Source: an optimization exercise on an open RTL-to-GDS flow (aim: small area). Production flows keep margins and buffers that such runs may drop.
The RTL was checked by simulation tests, not by an equivalence proof against the original design.
Power is estimated from default activity; no workload was simulated.

red:
## ddr_stat_top
module ddr_stat_top (
   input  logic                        clk,
   input  logic                        pipe_rst_n,
   input  logic                        sh_ddr_stat_wr,
   input  logic                        sh_ddr_stat_rd,
   input  logic [8-1:0]     sh_ddr_stat_addr,
   input  logic [32-1:0]     sh_ddr_stat_wdata,
   input  stat_reg_pkg::ready_bits_t   sh_cl_ddr_is_ready,
   output logic                        ddr_sh_stat_ack,
   output logic [32-1:0]     ddr_sh_stat_rdata,
   output stat_reg_pkg::int_bits_t     ddr_sh_stat_int
);
Size: about 88 I/O pins.
==> module ddr_stat_top, before the edit <==
module ddr_stat_top (
   input  logic                        clk,
   input  logic                        pipe_rst_n,
   input  logic                        sh_ddr_stat_wr,
   input  logic                        sh_ddr_stat_rd,
   input  logic [8-1:0]     sh_ddr_stat_addr,
   input  logic [32-1:0]     sh_ddr_stat_wdata,
   input  stat_reg_pkg::ready_bits_t   sh_cl_ddr_is_ready,
   output logic                        ddr_sh_stat_ack,
   output logic [32-1:0]     ddr_sh_stat_rdata,
   output stat_reg_pkg::int_bits_t     ddr_sh_stat_int
);
   localparam int STAGES = 2 * 8 + 3;    
   localparam int LAST   = STAGES - 1;                   
   localparam int APPLY  = STAGES - 2;                   
   localparam int READY  = 8 + 1;        
   localparam logic [2:0] KIND_NONE = 3'b000;
   localparam logic [2:0] KIND_ACK0 = 3'b001;    
   localparam logic [2:0] KIND_ID   = 3'b010;
   localparam logic [2:0] KIND_BAD  = 3'b011;
   localparam logic [2:0] KIND_RDY  = 3'b100;
   localparam logic [2:0] KIND_SCR  = 3'b101;
   localparam logic [2:0] KIND_CNT  = 3'b110;
   localparam logic [2:0] KIND_INT  = 3'b111;
   logic                    big_q   [LAST];
   logic                    which_q [LAST];
   logic [32-1:0] data_q  [LAST];
   logic [2:0]              code_q;              
   logic [2:0]              rdy_q;               
   logic [32-1:0] scratch_q;
   logic                    scratch_set_q;       
   logic [32-1:0] wr_count_q;
   stat_reg_pkg::int_bits_t int_status_q;
   logic                    is_id, is_scr, is_rdy, is_cnt, is_ist, is_iset;
   logic                    big_in;
   logic [2:0]              kind_in;
   logic [32-1:0] data_in;
   assign is_id   = sh_ddr_stat_addr == stat_reg_pkg::REG_ID;
   assign is_scr  = sh_ddr_stat_addr == stat_reg_pkg::REG_SCRATCH;
   assign is_rdy  = sh_ddr_stat_addr == stat_reg_pkg::REG_READY;
   assign is_cnt  = sh_ddr_stat_addr == stat_reg_pkg::REG_WR_COUNT;
   assign is_ist  = sh_ddr_stat_addr == stat_reg_pkg::REG_INT_STATUS;
   assign is_iset = sh_ddr_stat_addr == stat_reg_pkg::REG_INT_SET;
   always_comb
   begin
      big_in  = sh_ddr_stat_wr && (is_scr || is_cnt);
      kind_in = !sh_ddr_stat_wr && !sh_ddr_stat_rd ? KIND_NONE :
                sh_ddr_stat_wr ? KIND_ACK0 :
                is_scr  ? KIND_SCR :
                is_cnt  ? KIND_CNT :
                is_ist  ? KIND_INT :
                is_id   ? KIND_ID  :
                is_rdy  ? KIND_RDY :
                is_iset ? KIND_ACK0 : KIND_BAD;
      data_in = sh_ddr_stat_wdata;
      if (!big_in)
      begin
         data_in[31:29] = kind_in;
         data_in[13]    = !sh_ddr_stat_wr;
         data_in[9:8]   = {is_ist, is_iset};
      end
   end
   logic [4:0] since_rst_q;
   logic       apply_ok;
   logic       last_ok;
   always_ff @(posedge clk)
   begin
      if (!pipe_rst_n)
         since_rst_q <= '0;
      else if (since_rst_q != 5'(LAST + 1))
         since_rst_q <= since_rst_q + 5'd1;
   end
   assign apply_ok = since_rst_q >= 5'(APPLY + 1);
   assign last_ok  = since_rst_q == 5'(LAST + 1);
   always_ff @(posedge clk)
   begin
      big_q[0]   <= big_in;
      which_q[0] <= is_cnt;
      data_q[0]  <= data_in;
      for (int i = 1; i < LAST; i++)
      begin
         big_q[i]   <= big_q[i-1];
         which_q[i] <= which_q[i-1];
         data_q[i]  <= data_q[i-1];
      end
      if (!big_q[READY-1])
         data_q[READY][12:10] <= sh_cl_ddr_is_ready;
      code_q <= big_q[LAST-1] ? KIND_ACK0 : data_q[LAST-1][31:29];
      rdy_q  <= data_q[LAST-1][12:10];
   end
   logic                    big_a, which_a;
   logic [32-1:0] data_a;
   logic                    w_scr, w_cnt, w_int;
   assign big_a   = big_q[APPLY];
   assign which_a = which_q[APPLY];
   assign data_a  = data_q[APPLY];
   assign w_scr   = apply_ok && big_a && !which_a;
   assign w_cnt   = apply_ok && big_a && which_a;
   assign w_int   = apply_ok && !big_a && data_a[31:29] == KIND_ACK0 && !data_a[13];
   localparam int SEG  = 8;
   localparam int NSEG = 32 / SEG;
   logic                    cnt_inc;
   logic [NSEG-1:0]         seg_ones;            
   logic [32-1:0] cnt_carry;
   logic [32-1:0] wr_count_inc;
   assign cnt_inc = w_scr || w_int;
   for (genvar j = 0; j < NSEG; j++)
   begin : g_seg_ones
      assign seg_ones[j] = &wr_count_q[j*SEG +: SEG];
   end
   always_comb
   begin
      for (int i = 0; i < 32; i++)
      begin
         if (i % SEG == 0)
         begin
            cnt_carry[i] = cnt_inc;
            for (int j = 0; j < i / SEG; j++)
               cnt_carry[i] = cnt_carry[i] && seg_ones[j];
         end
         else
            cnt_carry[i] = cnt_carry[i-1] && wr_count_q[i-1];
         wr_count_inc[i] = wr_count_q[i] ^ cnt_carry[i];
      end
   end
   always_ff @(posedge clk)
   begin
      if (w_scr)
         scratch_q <= data_a;
   end
   always_ff @(posedge clk)
   begin
      if (!pipe_rst_n)
      begin
         scratch_set_q <= 1'b0;
         wr_count_q    <= '0;
         int_status_q  <= '0;
      end
      else
      begin
         if (w_scr)
            scratch_set_q <= 1'b1;
         if (w_cnt)
            wr_count_q <= data_a;
         else
            wr_count_q <= wr_count_inc;
         if (w_int)
            int_status_q <= (int_status_q & ~(data_a[9] ? data_a[7:0] : 8'h00)) |
                            (data_a[8] ? data_a[7:0] : 8'h00);
      end
   end
   logic [2:0] code_l;
   assign code_l = last_ok ? code_q : KIND_NONE;
   always_comb
   begin
      case (code_l)
         KIND_ID:  ddr_sh_stat_rdata = 32'h5d1a_0a01;
         KIND_BAD: ddr_sh_stat_rdata = 32'hdead_da7a;
         KIND_RDY: ddr_sh_stat_rdata = {{(32-3){1'b0}}, rdy_q};
         KIND_SCR: ddr_sh_stat_rdata = scratch_set_q ? scratch_q : '0;
         KIND_CNT: ddr_sh_stat_rdata = wr_count_q;
         KIND_INT: ddr_sh_stat_rdata = {{(32-8){1'b0}}, int_status_q};
         default:  ddr_sh_stat_rdata = '0;
      endcase
   end
   assign ddr_sh_stat_ack = code_l != KIND_NONE;
   assign ddr_sh_stat_int = int_status_q;
endmodule
Settings: LEC_CHECK=0, CAP_MARGIN=20, CORE_MARGIN=2, CORE_UTILIZATION=40, SLEW_MARGIN=20; clock period 4.0 ns.
standard.sh (not shown) runs the stock make flow with config.mk's settings and CLKGATE_MAP_FILE= SYNTH_SCRIPT=/design/flow/synth_recipe.tcl, a recipe that flattens the netlist after the stock synthesis.
==> flow/flow/run.sh <==
#!/bin/bash
# The standard layout (standard.sh, the standard flow's own ORFS run) with two changes to
# how it is built: the port buffers are the smallest buffer instead of the
# one buffer_ports picks, and clock tree synthesis uses its own buffer list and
# clustering and inserts no dummy loads. Every tool's output is in flow.log and
# in ORFS's own logs under orfs/logs.
set -euo pipefail
bash standard.sh \
  BUFFER_PORTS_ARGS="-buffer_cell sky130_fd_sc_hd__buf_1" \
  CTS_ARGS="-sink_clustering_enable -repair_clock_nets -dont_use_dummy_load -buf_list sky130_fd_sc_hd__clkbuf_4 -sink_clustering_size 10 -sink_clustering_max_diameter 40" \
  finish > flow.log 2>&1
red went all the way through the flow, and no timing, DRC or antenna check failed.
Here is what was changed in the inputs of blue compared with red.
--- a/flow/design.v
+++ b/flow/design.v
@@ -128,34 +128,8 @@
    assign data_a  = data_q[APPLY];
    assign w_scr   = apply_ok && big_a && !which_a;
    assign w_cnt   = apply_ok && big_a && which_a;
    assign w_int   = apply_ok && !big_a && data_a[31:29] == KIND_ACK0 && !data_a[13];
-   localparam int SEG  = 8;
-   localparam int NSEG = 32 / SEG;
-   logic                    cnt_inc;
-   logic [NSEG-1:0]         seg_ones;            
-   logic [32-1:0] cnt_carry;
-   logic [32-1:0] wr_count_inc;
-   assign cnt_inc = w_scr || w_int;
-   for (genvar j = 0; j < NSEG; j++)
-   begin : g_seg_ones
-      assign seg_ones[j] = &wr_count_q[j*SEG +: SEG];
-   end
-   always_comb
-   begin
-      for (int i = 0; i < 32; i++)
-      begin
-         if (i % SEG == 0)
-         begin
-            cnt_carry[i] = cnt_inc;
-            for (int j = 0; j < i / SEG; j++)
-               cnt_carry[i] = cnt_carry[i] && seg_ones[j];
-         end
-         else
-            cnt_carry[i] = cnt_carry[i-1] && wr_count_q[i-1];
-         wr_count_inc[i] = wr_count_q[i] ^ cnt_carry[i];
-      end
-   end
    always_ff @(posedge clk)
    begin
       if (w_scr)
          scratch_q <= data_a;
@@ -173,10 +147,10 @@
          if (w_scr)
             scratch_set_q <= 1'b1;
          if (w_cnt)
             wr_count_q <= data_a;
-         else
-            wr_count_q <= wr_count_inc;
+         else if (w_scr || w_int)
+            wr_count_q <= wr_count_q + 1;
          if (w_int)
             int_status_q <= (int_status_q & ~(data_a[9] ? data_a[7:0] : 8'h00)) |
                             (data_a[8] ? data_a[7:0] : 8'h00);
       end
[summary]
Worst stage delay on the critical path delta for blue relative to red: 0.13 ns higher. Mapped cell area: blue vs red up about 1%. blue ends up with a final design area excluding fillers that is about 0.6% higher than in red. Between blue and red, the combinational share of power figures differ only marginally. blue: flow completed, timing, DRC and antenna clean. Register share of total power (lower): blue. blue against red: number of nets in the layout higher; final cell count without fillers picked up an extra 75; met2 usage in global routing climbed 2.3 points; worst setup margin went up; final design utilization has remained practically unchanged. Cell count after synthesis: red and blue compared, higher one is blue. The global-route usage in blue was higher than what red gave.

## port drivers added, routing unchanged
How much do the figures lean on ideal ports? The routed layouts below were timed once more, with nothing changed but the port constraints.
Step 1 assumes that a clkbuf_16 drives the clock port and a buf_2 every other input.
Step 2 adds t to the input delays and takes it off the output delays; t is the mean of the earliest and latest rising clock arrival at the registers after step 1. Input paths then give back, and output paths get back, about the clock's delay inside the block.
Slacks: ideal ports / drivers / drivers and shift; pairs: ideal ports / drivers.
run	shift t [ns]	setup WS [ns]	slew at the worst register clock pin (ns)
red	0.731	0.232 / 0.184 / 0.798	0.10 / 0.10
blue	0.738	0.248 / 0.203 / 0.941	0.10 / 0.10
After both steps setup and hold are still met in every run listed.
